This design comes from an exercise in tuning for small area and few clock cycles per item on the open sky130 flow, not from production work. Function was checked by simulation only, so behaviour that the tests miss may differ from the original.

## hsv_adjust_pipe
module hsv_adjust_pipe #(
  parameter int          HW      = 25,
  parameter int          SW      = 18,
  parameter int          FRAC    = 16,
  parameter int unsigned HUE_MAX = 360 << FRAC
) (
  input  logic                 CLK,
  input  logic                 RST_N,
  input  logic                 IN_VALID,
  output logic                 IN_READY,
  input  logic                 IN_SOF,
  input  logic [HW-1:0]        H,
  input  logic [SW-1:0]        S,
  input  logic [SW-1:0]        V,
  input  logic                 CNTL_WR,
  input  logic signed [HW:0]   CNTL_HUE,
  input  logic signed [SW-1:0] CNTL_SAT,
  input  logic signed [SW-1:0] CNTL_VAL,
  input  logic                 CNTL_BYP,
  output logic                 OUT_VALID,
  input  logic                 OUT_READY,
  output logic                 OUT_SOF,
  output logic [HW-1:0]        HO,
  output logic [SW-1:0]        SO,
  output logic [SW-1:0]        VO
);
For scale: about 0.022 mm² of cells after synthesis.
clock: 10.0 ns
lec_check: 0
cap_margin: 20
core_margin: 2
core_utilization: 40
cts_cluster_diameter: 150
cts_cluster_size: 30
slew_margin: 20
synth_hierarchical: 1
synth_minimum_keep_size: 0
standard.sh (not shown) runs the stock make flow with config.mk's settings and CLKGATE_MAP_FILE= SYNTH_SCRIPT=/design/flow/synth_recipe.tcl, a recipe that flattens the netlist after the stock synthesis.
==> flow/flow/run.sh <==
#!/bin/bash
# Standard ORFS layout, with the port buffers made from the smallest buffer
# (every input and output port still gets its own buffer).
set -o pipefail
export BUFFER_PORTS_ARGS="-buffer_cell sky130_fd_sc_hd__buf_1"
bash standard.sh synth > synth.log 2>&1 || exit 1
bash standard.sh finish > layout.log 2>&1 || exit 1
The baseline completed with no timing, DRC or antenna violations.
Testbench counts at the start, summed over its fixed seeds: cycles 16,008, items 16,000.
Rerun with:
--- a/flow/config.mk
+++ b/flow/config.mk
@@ -9,6 +9,4 @@
 export CORE_MARGIN = 2
 export CORE_UTILIZATION = 40
-export CTS_CLUSTER_DIAMETER = 150
-export CTS_CLUSTER_SIZE = 30
 export SLEW_MARGIN = 20
 export SYNTH_HIERARCHICAL = 1
- The new run completed without violations
- core utilization does not change
- global-route usage does not change
- count of clock-buffer cells in the layout does not change
- register-to-register slack is about the same
- sequential cell count is unchanged
- cell count is unchanged
Rerun with:
--- a/flow/config.mk
+++ b/flow/config.mk
@@ -9,4 +9,5 @@
 export CORE_MARGIN = 2
 export CORE_UTILIZATION = 40
+export CTS_BUF_LIST = sky130_fd_sc_hd__clkbuf_8 sky130_fd_sc_hd__clkbuf_16
 export SLEW_MARGIN = 20
 export SYNTH_HIERARCHICAL = 1
Maximum frequency does not change; hold slack is unchanged; worst setup slack is unchanged; sequential cell count does not change; non-clock buffer count stays the same; via count stays the same.

hsv_adjust_pipe, a different RTL version from the one above (not shown whole).
Size in the first run: ~1900 cells after synthesis, about 190 I/O pins, about 22000 um^2 of cells after synthesis.
Settings: LEC_CHECK=0, CAP_MARGIN=20, CORE_MARGIN=2, CORE_UTILIZATION=40, SLEW_MARGIN=20, SYNTH_HIERARCHICAL=1, SYNTH_MINIMUM_KEEP_SIZE=0; clock period 10.0 ns.
==> flow/flow/run.sh <==
#!/bin/bash
# Standard ORFS layout (the standard.sh) with three changes in how the
# layout is made: the port buffers use the smallest buffer (every input and
# output port still gets its own buffer), the buffers ABC put in are removed at
# floorplan, and global placement is not timing-driven (so it does not keep the
# buffers of its trial repair; repair_design and repair_timing run as usual).
set -o pipefail
export BUFFER_PORTS_ARGS="-buffer_cell sky130_fd_sc_hd__buf_1"
export REMOVE_ABC_BUFFERS=1
export GPL_TIMING_DRIVEN=0
bash standard.sh synth > synth.log 2>&1 || exit 1
bash standard.sh finish > layout.log 2>&1 || exit 1
Testbench counts at the start, summed over its fixed seeds: cycles 16,008, items 16,000.
Change:
==> flow/flow/run.sh (replaced) <==
#!/bin/bash
# Standard ORFS layout, with the port buffers made from the smallest buffer
# (every input and output port still gets its own buffer).
set -o pipefail
export BUFFER_PORTS_ARGS="-buffer_cell sky130_fd_sc_hd__buf_1"
bash standard.sh synth > synth.log 2>&1 || exit 1
bash standard.sh finish > layout.log 2>&1 || exit 1
The new run passed the timing, DRC and antenna checks; worst setup slack gets better by 0.053 ns; utilization goes down by 0.82 points; critical path depth goes up by 4; sequential share of layout area goes up by 0.36 points; synthesized area does not change; routed wire length goes up by 2.4%.
Change:
- CORE_UTILIZATION: 40 -> 50
Cell area stays flat.
First-iteration DRC count goes up by 6.7%.
Clock skew rose by 0.0052 ns.
Flip-flop and latch count does not change.
Worst setup slack hardly moves.
Worst hold slack is about the same.

[what the ideal ports hide]
Ports are ideal in the flow. The routed layouts listed here were re-timed in OpenROAD. Step 1 assumes that a clkbuf_16 drives the clock port and a buf_2 every other input. Step 2, shift: input delay + t, output delay - t, t = (earliest + latest rising clock arrival at the registers) / 2. This alone moves slack from input paths to output paths. Slacks: ideal / step 1 / step 2; pairs: ideal / step 1.
| run | shift t [ns] | slack for setup (ns) | worst register clock-pin slew, ns | worst slew at a driven data input, ns |
|---|---|---|---|---|
| the first run of note 1 | 0.549 | 0.239 / 0.185 / 0.734 | 0.09 / 0.09 | 0.09 |
| the second run of note 1 | 0.549 | 0.239 / 0.185 / 0.734 | 0.09 / 0.09 | 0.09 |
| the third run of note 1 | 0.549 | 0.239 / 0.185 / 0.734 | 0.09 / 0.09 | 0.09 |
| the first run of note 2 | 0.540 | 0.313 / 0.260 / 0.800 | 0.09 / 0.09 | 0.08 |
| the second run of note 2 | 0.534 | 0.367 / 0.316 / 0.850 | 0.08 / 0.08 | 0.09 |
| the third run of note 2 | 0.534 | 0.365 / 0.313 / 0.847 | 0.09 / 0.09 | 0.06 |
After both steps setup and hold are still met in every run listed.
